From an optimization exercise on the open Yosys and OpenROAD flow, aimed at small area, a short achievable clock period and few clock cycles per item; shortcuts taken in it are not production practice.
Where RTL was checked, it was by simulation tests only, not by an equivalence proof against the original.
Power is estimated from default activity; no workload was simulated.

Setup of job 101:
==> flow/design.v <==
`timescale 1ns / 1ps
`default_nettype none
package gtod_pkg;
  typedef enum logic [1:0] {
    OP_TICK = 2'd0,
    OP_PPS  = 2'd1,
    OP_BYTE = 2'd2
  } op_t;
  typedef struct packed {
    logic [4:0] hours;
    logic [5:0] minutes;
    logic [5:0] seconds;
  } hms_t;
  typedef struct packed {
    logic valid;
    hms_t tod;
  } load_t;
  localparam logic [7:0] CHAR_G     = 8'h47;
  localparam logic [7:0] CHAR_A     = 8'h41;
  localparam logic [7:0] CHAR_COMMA = 8'h2C;
  localparam logic [4:0] UTC_OFFSET_RESET      = 5'd1;
  localparam logic [7:0] REPORT_INTERVAL_RESET = 8'd5;
endpackage
`default_nettype wire
`timescale 1ns / 1ps
`default_nettype none
module gtod_nmea_parser (
  input  wire logic           clk,
  input  wire logic           rst_n,
  input  wire logic           byte_valid,
  input  wire logic [7:0]     rx_byte,
  input  wire logic [4:0]     utc_offset,
  output gtod_pkg::load_t     load
);
  localparam logic [1:0] ST_SCAN = 2'd0;   
  localparam logic [1:0] ST_G    = 2'd1;   
  localparam logic [1:0] ST_GA   = 2'd2;   
  localparam logic [1:0] ST_CAPT = 2'd3;   
  logic [2:0] idx_r;    
  logic [1:0] st_r;
  logic [4:0] p0_r;     
  logic [5:0] p1_r;     
  logic [9:0] p2_r;     
  logic       is_comma;
  logic [8:0] tens;
  logic [5:0] pair;
  logic [5:0] secs;
  logic [6:0] h_sum;
  logic [4:0] hh;
  logic [4:0] hload_r;  
  assign is_comma = rx_byte == gtod_pkg::CHAR_COMMA;
  always_comb begin
    if (rx_byte <= 8'd27) begin
      tens = 9'd0;
    end else if (rx_byte >= 8'd59) begin
      tens = 9'd318;
    end else begin
      tens = 9'd0;
      for (int v = 28; v <= 58; v++) begin
        if (rx_byte[5:0] == 6'(v)) begin
          tens = tens | 9'(10 * v - 272);
        end
      end
    end
  end
  function automatic logic [5:0] pair_clamp(input logic [9:0] sum, input logic [5:0] top);
    logic [5:0] r;
    if (sum[9:8] == 2'd0) begin
      r = 6'd0;
    end else if (sum[9] || sum[7:0] > {2'b0, top}) begin
      r = top;
    end else begin
      r = sum[5:0];
    end
    pair_clamp = r;
  endfunction
  assign pair = pair_clamp(p2_r, (idx_r[2:1] == 2'd1) ? 6'd23 : 6'd59);
  assign secs = pair_clamp(p2_r, 6'd59);
  always_comb begin
    h_sum = {2'b0, p0_r} + {{2{utc_offset[4]}}, utc_offset} + 7'd24;
    if (h_sum >= 7'd48) begin
      hh = 5'(h_sum - 7'd48);
    end else if (h_sum >= 7'd24) begin
      hh = 5'(h_sum - 7'd24);
    end else begin
      hh = h_sum[4:0];
    end
  end
  assign load.valid       = byte_valid && idx_r == 3'd6;
  always_ff @(posedge clk) begin
    hload_r <= hh;
  end
  assign load.tod.hours   = hload_r;
  assign load.tod.minutes = p1_r;
  assign load.tod.seconds = secs;
  always_ff @(posedge clk) begin
    if (!rst_n) begin
      idx_r <= 3'd0;
      st_r  <= ST_SCAN;
    end else if (byte_valid && idx_r != 3'd7) begin
      if (idx_r == 3'd6) begin
        idx_r <= 3'd7;
      end else if (st_r == ST_CAPT) begin
        if (is_comma) begin
          st_r <= ST_SCAN;
        end
        idx_r <= idx_r + 3'd1;
      end else if (st_r == ST_GA && is_comma) begin
        st_r  <= ST_CAPT;
        idx_r <= 3'd0;
      end else if (rx_byte == gtod_pkg::CHAR_G) begin
        st_r <= ST_G;
      end else if (st_r == ST_G && rx_byte == gtod_pkg::CHAR_A) begin
        st_r <= ST_GA;
      end else begin
        st_r <= ST_SCAN;
      end
    end
  end
  always_ff @(posedge clk) begin
    if (byte_valid && idx_r[2:1] != 2'd3 && st_r == ST_CAPT) begin
      if (!idx_r[0]) begin
        p0_r <= p1_r[4:0];
        p1_r <= pair;
        p2_r <= {1'b0, tens};
      end else begin
        p2_r <= p2_r + {2'b0, rx_byte};
      end
    end
  end
endmodule
`default_nettype wire
`timescale 1ns / 1ps
`default_nettype none
module gtod_clock_core (
  input  wire logic             clk,
  input  wire logic             rst_n,
  input  wire logic             evt_valid,
  input  wire gtod_pkg::op_t    evt_op,
  input  wire gtod_pkg::load_t  load,
  input  wire logic [7:0]       report_interval,
  output logic                  res_valid,
  output logic                  res_valid_nxt,
  input  wire logic             res_ready,
  output logic [79:0]           res_data
);
  logic            running_r;
  gtod_pkg::hms_t  board_r;
  logic [9:0]      board_ms_r;
  gtod_pkg::hms_t  gps_r;
  logic [31:0]     acc_r;       
  logic [7:0]      phase_r;
  logic            pend_r;
  logic            tick;
  logic            pps;
  logic            ms_wrap;
  logic            take;
  logic            acc_en;      
  logic            acc_up;      
  logic [9:0]      lo_nxt;
  logic            hi_step;
  logic [21:0]     hi_same;
  logic [21:0]     hi_below;
  logic [31:0]     acc_nxt;
  function automatic gtod_pkg::hms_t add_second(input gtod_pkg::hms_t t);
    gtod_pkg::hms_t r;
    logic s_top, m_top, h_top;
    s_top = &{t.seconds[5:3], t.seconds[1:0]};
    m_top = &{t.minutes[5:3], t.minutes[1:0]};
    h_top = t.hours[4] && (&t.hours[2:0]);
    r.seconds = s_top ? 6'd0 : t.seconds + 6'd1;
    r.minutes = !s_top ? t.minutes : m_top ? 6'd0 : t.minutes + 6'd1;
    r.hours   = !(s_top && m_top) ? t.hours : h_top ? 5'd0 : t.hours + 5'd1;
    add_second = r;
  endfunction
  assign tick    = evt_valid && evt_op == gtod_pkg::OP_TICK && running_r;
  assign pps     = evt_valid && evt_op == gtod_pkg::OP_PPS;
  assign ms_wrap = &{board_ms_r[9:5], board_ms_r[2:0]};
  assign take    = pend_r && res_ready;
  assign acc_en  = tick || (pps && running_r);
  assign acc_up  = evt_op[0];
  always_comb begin
    logic [9:0] lo_dec;
    logic [6:0] lo_inc;
    logic       lo_zero;
    lo_dec  = acc_r[9:0] - 10'd1;
    lo_inc  = acc_r[9:3] - 7'd3;
    lo_zero = acc_r[9:0] == 10'd0;
    lo_nxt  = acc_up ? {lo_inc, acc_r[2:0]} : lo_dec;
    hi_step = acc_en && (acc_up ? (acc_r[9:3] >= 7'd3) : lo_zero);
  end
  assign hi_same = acc_r[31:10] ^ {22{!acc_up}};
  always_comb begin
    logic [5:0] grp_same;
    logic [5:0] grp_in;
    for (int k = 0; k < 6; k++) begin
      grp_same[k] = 1'b1;
      for (int j = 4 * k; j < 4 * k + 4 && j < 22; j++) begin
        grp_same[k] = grp_same[k] && hi_same[j];
      end
    end
    for (int k = 0; k < 6; k++) begin
      grp_in[k] = 1'b1;
      for (int j = 0; j < k; j++) begin
        grp_in[k] = grp_in[k] && grp_same[j];
      end
    end
    for (int i = 0; i < 22; i++) begin
      hi_below[i] = grp_in[i / 4];
      for (int j = 4 * (i / 4); j < i; j++) begin
        hi_below[i] = hi_below[i] && hi_same[j];
      end
    end
  end
  assign acc_nxt = {acc_r[31:10] ^ ({22{hi_step}} & hi_below),
                    acc_en ? lo_nxt : acc_r[9:0]};
  assign res_valid = pend_r;
  assign res_valid_nxt = rst_n && (pps && phase_r == 8'd0 || pend_r && !res_ready);
  assign res_data  = {4'b0, acc_r, gps_r.seconds, gps_r.minutes, gps_r.hours, board_ms_r,
                      board_r.seconds, board_r.minutes, board_r.hours};
  always_ff @(posedge clk) begin
    if (!rst_n) begin
      running_r  <= 1'b0;
      board_r    <= '0;
      board_ms_r <= 10'd0;
      gps_r      <= '0;
      acc_r      <= 32'd0;
      phase_r    <= 8'd0;
      pend_r     <= 1'b0;
    end else begin
      if (tick) begin
        board_ms_r <= ms_wrap ? 10'd0 : board_ms_r + 10'd1;
        if (ms_wrap) begin
          board_r <= add_second(board_r);
        end
      end
      acc_r <= take ? 32'd0 : acc_nxt;
      if (pps) begin
        running_r <= 1'b1;
        gps_r     <= add_second(gps_r);
        phase_r   <= ({1'b0, phase_r} + 9'd1 >= {1'b0, report_interval}) ? 8'd0
                                                                       : phase_r + 8'd1;
      end
      pend_r <= res_valid_nxt;
      if (load.valid) begin
        board_r <= load.tod;
        gps_r   <= load.tod;
      end
    end
  end
endmodule
`default_nettype wire
`timescale 1ns / 1ps
`default_nettype none
module gps_synced_time_of_day_clock_top (
  input  wire logic        clk,
  input  wire logic        rst_n,
  input  wire logic        in_tvalid,
  output logic             in_tready,
  input  wire logic [7:0]  in_tdata,    
  input  wire logic [1:0]  in_tuser,    
  output logic             out_tvalid,
  input  wire logic        out_tready,
  output logic [79:0]      out_tdata,
  input  wire logic        cfg_psel,
  input  wire logic        cfg_penable,
  input  wire logic        cfg_pwrite,
  input  wire logic [2:0]  cfg_paddr,
  input  wire logic [31:0] cfg_pwdata,
  output logic [31:0]      cfg_prdata,
  output logic             cfg_pready
);
  logic            in_valid_r;
  gtod_pkg::op_t   in_op_r;
  logic [7:0]      in_byte_r;
  logic [4:0]      utc_offset_r;
  logic [7:0]      report_interval_r;
  logic [7:0]      rdata_r;
  logic            advance;
  logic            out_valid_nxt;
  logic            cfg_wr;
  gtod_pkg::load_t load;
  assign cfg_pready = 1'b1;
  assign cfg_wr     = cfg_psel && cfg_penable && cfg_pwrite;
  assign advance    = in_valid_r;
  always_ff @(posedge clk) begin
    in_tready <= rst_n && !out_valid_nxt
                 && !(in_tvalid && in_tready && in_tuser == gtod_pkg::OP_PPS)
                 && !(cfg_psel && !cfg_penable && cfg_pwrite);
  end
  always_ff @(posedge clk) begin
    rdata_r <= cfg_paddr[2] ? report_interval_r : {3'd0, utc_offset_r};
  end
  assign cfg_prdata = {24'd0, rdata_r};
  always_ff @(posedge clk) begin
    if (!rst_n) begin
      utc_offset_r      <= gtod_pkg::UTC_OFFSET_RESET;
      report_interval_r <= gtod_pkg::REPORT_INTERVAL_RESET;
    end else if (cfg_wr) begin
      if (!cfg_paddr[2]) begin
        utc_offset_r <= cfg_pwdata[4:0];
      end else begin
        report_interval_r <= cfg_pwdata[7:0];
      end
    end
  end
  always_ff @(posedge clk) begin
    in_valid_r <= rst_n && in_tvalid && in_tready;
  end
  always_ff @(posedge clk) begin
    in_op_r   <= gtod_pkg::op_t'(in_tuser);
    in_byte_r <= in_tdata;
  end
  gtod_nmea_parser u_parser (
    .clk        (clk),
    .rst_n      (rst_n),
    .byte_valid (advance && in_op_r == gtod_pkg::OP_BYTE),
    .rx_byte    (in_byte_r),
    .utc_offset (utc_offset_r),
    .load       (load)
  );
  gtod_clock_core u_core (
    .clk             (clk),
    .rst_n           (rst_n),
    .evt_valid       (advance),
    .evt_op          (in_op_r),
    .load            (load),
    .report_interval (report_interval_r),
    .res_valid       (out_tvalid),
    .res_valid_nxt   (out_valid_nxt),
    .res_ready       (out_tready),
    .res_data        (out_tdata)
  );
endmodule
`default_nettype wire
Settings: LEC_CHECK=0, ABC_AREA=1, CAP_MARGIN=20, CORE_MARGIN=2, CORE_UTILIZATION=40, CTS_BUF_LIST=sky130_fd_sc_hd__clkbuf_8, SETUP_SLACK_MARGIN=4.5, SLEW_MARGIN=20; clock period 7.0 ns.
standard.sh (not shown) runs the stock make flow with config.mk's settings and CLKGATE_MAP_FILE= SYNTH_SCRIPT=/design/flow/synth_recipe.tcl, a recipe that flattens the netlist after the stock synthesis.
==> flow/flow/run.sh <==
#!/bin/bash
# Standard layout with two changes: plain buf_1 cells as port buffers (instead of the
# default delay buffers), and a clock tree of clkbuf_8 cells without dummy loads.
set -euo pipefail
export BUFFER_PORTS_ARGS="-buffer_cell sky130_fd_sc_hd__buf_1"
export CTS_ARGS="-sink_clustering_enable -repair_clock_nets -dont_use_dummy_load -buf_list sky130_fd_sc_hd__clkbuf_8"
bash standard.sh > standard.log 2>&1
Testbench counts of job 101, summed over its fixed seeds: cycles 78,482, items 78,338.
Modified inputs, job 102 compared to job 101
--- a/flow/design.v
+++ b/flow/design.v
@@ -38,15 +38,16 @@
   localparam logic [1:0] ST_CAPT = 2'd3;   
   logic [2:0] idx_r;    
   logic [1:0] st_r;
   logic [4:0] p0_r;     
   logic [5:0] p1_r;     
-  logic [9:0] p2_r;     
+  logic [8:0] p2_r;     
   logic       is_comma;
   logic [8:0] tens;
+  logic [9:0] psum;
+  logic [5:0] pair_top;
   logic [5:0] pair;
-  logic [5:0] secs;
   logic [6:0] h_sum;
   logic [4:0] hh;
   logic [4:0] hload_r;  
   assign is_comma = rx_byte == gtod_pkg::CHAR_COMMA;
   always_comb begin
@@ -61,23 +62,21 @@
           tens = tens | 9'(10 * v - 272);
         end
       end
     end
   end
-  function automatic logic [5:0] pair_clamp(input logic [9:0] sum, input logic [5:0] top);
-    logic [5:0] r;
-    if (sum[9:8] == 2'd0) begin
-      r = 6'd0;
-    end else if (sum[9] || sum[7:0] > {2'b0, top}) begin
-      r = top;
+  always_comb begin
+    pair_top = (idx_r[2:1] == 2'd0) ? 6'd23 : 6'd59;
+    psum     = {1'b0, p2_r} + {2'b0, rx_byte};
+    if (psum[9:8] == 2'd0) begin
+      pair = 6'd0;
+    end else if (psum[9] || psum[7:0] > {2'b0, pair_top}) begin
+      pair = pair_top;
     end else begin
-      r = sum[5:0];
+      pair = psum[5:0];
     end
-    pair_clamp = r;
-  endfunction
-  assign pair = pair_clamp(p2_r, (idx_r[2:1] == 2'd1) ? 6'd23 : 6'd59);
-  assign secs = pair_clamp(p2_r, 6'd59);
+  end
   always_comb begin
     h_sum = {2'b0, p0_r} + {{2{utc_offset[4]}}, utc_offset} + 7'd24;
     if (h_sum >= 7'd48) begin
       hh = 5'(h_sum - 7'd48);
     end else if (h_sum >= 7'd24) begin
@@ -90,11 +89,11 @@
   always_ff @(posedge clk) begin
     hload_r <= hh;
   end
   assign load.tod.hours   = hload_r;
   assign load.tod.minutes = p1_r;
-  assign load.tod.seconds = secs;
+  assign load.tod.seconds = p2_r[5:0];
   always_ff @(posedge clk) begin
     if (!rst_n) begin
       idx_r <= 3'd0;
       st_r  <= ST_SCAN;
     end else if (byte_valid && idx_r != 3'd7) begin
@@ -119,14 +118,14 @@
   end
   always_ff @(posedge clk) begin
     if (byte_valid && idx_r[2:1] != 2'd3 && st_r == ST_CAPT) begin
       if (!idx_r[0]) begin
         p0_r <= p1_r[4:0];
-        p1_r <= pair;
-        p2_r <= {1'b0, tens};
+        p1_r <= p2_r[5:0];
+        p2_r <= tens;
       end else begin
-        p2_r <= p2_r + {2'b0, rx_byte};
+        p2_r <= {3'b0, pair};
       end
     end
   end
 endmodule
 `default_nettype wire
@@ -274,21 +273,23 @@
   gtod_pkg::op_t   in_op_r;
   logic [7:0]      in_byte_r;
   logic [4:0]      utc_offset_r;
   logic [7:0]      report_interval_r;
   logic [7:0]      rdata_r;
+  logic            wrote_r;
   logic            advance;
+  logic            in_valid_nxt;
   logic            out_valid_nxt;
   logic            cfg_wr;
   gtod_pkg::load_t load;
   assign cfg_pready = 1'b1;
   assign cfg_wr     = cfg_psel && cfg_penable && cfg_pwrite;
-  assign advance    = in_valid_r;
+  assign advance    = in_valid_r && !out_tvalid && !wrote_r;
+  assign in_valid_nxt = rst_n && (in_tvalid || !in_tready);
   always_ff @(posedge clk) begin
-    in_tready <= rst_n && !out_valid_nxt
-                 && !(in_tvalid && in_tready && in_tuser == gtod_pkg::OP_PPS)
-                 && !(cfg_psel && !cfg_penable && cfg_pwrite);
+    in_tready <= !(in_valid_nxt && (out_valid_nxt || cfg_wr));
+    wrote_r   <= cfg_wr;
   end
   always_ff @(posedge clk) begin
     rdata_r <= cfg_paddr[2] ? report_interval_r : {3'd0, utc_offset_r};
   end
   assign cfg_prdata = {24'd0, rdata_r};
@@ -303,15 +304,17 @@
         report_interval_r <= cfg_pwdata[7:0];
       end
     end
   end
   always_ff @(posedge clk) begin
-    in_valid_r <= rst_n && in_tvalid && in_tready;
+    in_valid_r <= in_valid_nxt;
   end
   always_ff @(posedge clk) begin
-    in_op_r   <= gtod_pkg::op_t'(in_tuser);
-    in_byte_r <= in_tdata;
+    if (in_tready) begin
+      in_op_r   <= gtod_pkg::op_t'(in_tuser);
+      in_byte_r <= in_tdata;
+    end
   end
   gtod_nmea_parser u_parser (
     .clk        (clk),
     .rst_n      (rst_n),
     .byte_valid (advance && in_op_r == gtod_pkg::OP_BYTE),
Findings:
Job 102 ended with every stage complete and zero timing, DRC or antenna violations. On share of synthesized cell area in and, or, nand and nor gates: job 102 sits above job 101. Compare job 101 and job 102 | worst reg-to-reg path cell count lower: job 101. Share of the core filled with cells in the final layout: job 102 vs job 101 — no meaningful difference. Routed wire in job 102 totals more than in job 101. Job 102 gives less part of the total power dissipated in the clock network than job 101 did. Job 101 has higher number of detailed-route iterations in the first pass than job 102. Comparing job 101 and job 102, synthesized area is lower on job 101. Job 102 — number of ordinary inverters in the final layout 14 lower, job 101 as reference.
No functional check of the RTL was part of job 102.

[what the ideal ports hide]
The flow's constraints put no driver on any port. The routed layouts listed below were extracted and timed again, unchanged, in two steps.
Step 1, drivers: a clkbuf_16 drives clk and a buf_2 each remaining input, both assumed.
Step 2, shift: input delay + t, output delay - t, t = (earliest + latest rising clock arrival at the registers) / 2. This alone moves slack from input paths to output paths.
Three values: no drivers, after step 1, after step 2; two values: the first two.
run | shift t [ns] | slack for setup (ns) | worst hold slack (ns) | latest minus earliest clock arrival (ns) | worst slew at a driven data input, ns
job 101 | 0.471 | 4.546 / 4.506 / 4.213 | 0.414 / 0.414 / 0.414 | 0.039 / 0.040 | 0.06
job 102 | 0.484 | 4.298 / 4.298 / 4.238 | 0.431 / 0.431 / 0.431 | 0.052 / 0.051 | 0.05
After both steps setup and hold are still met in every run listed. For job 101, which loses most, drivers alone change the setup slack by -0.040 ns; drivers and shift together by -0.333 ns.
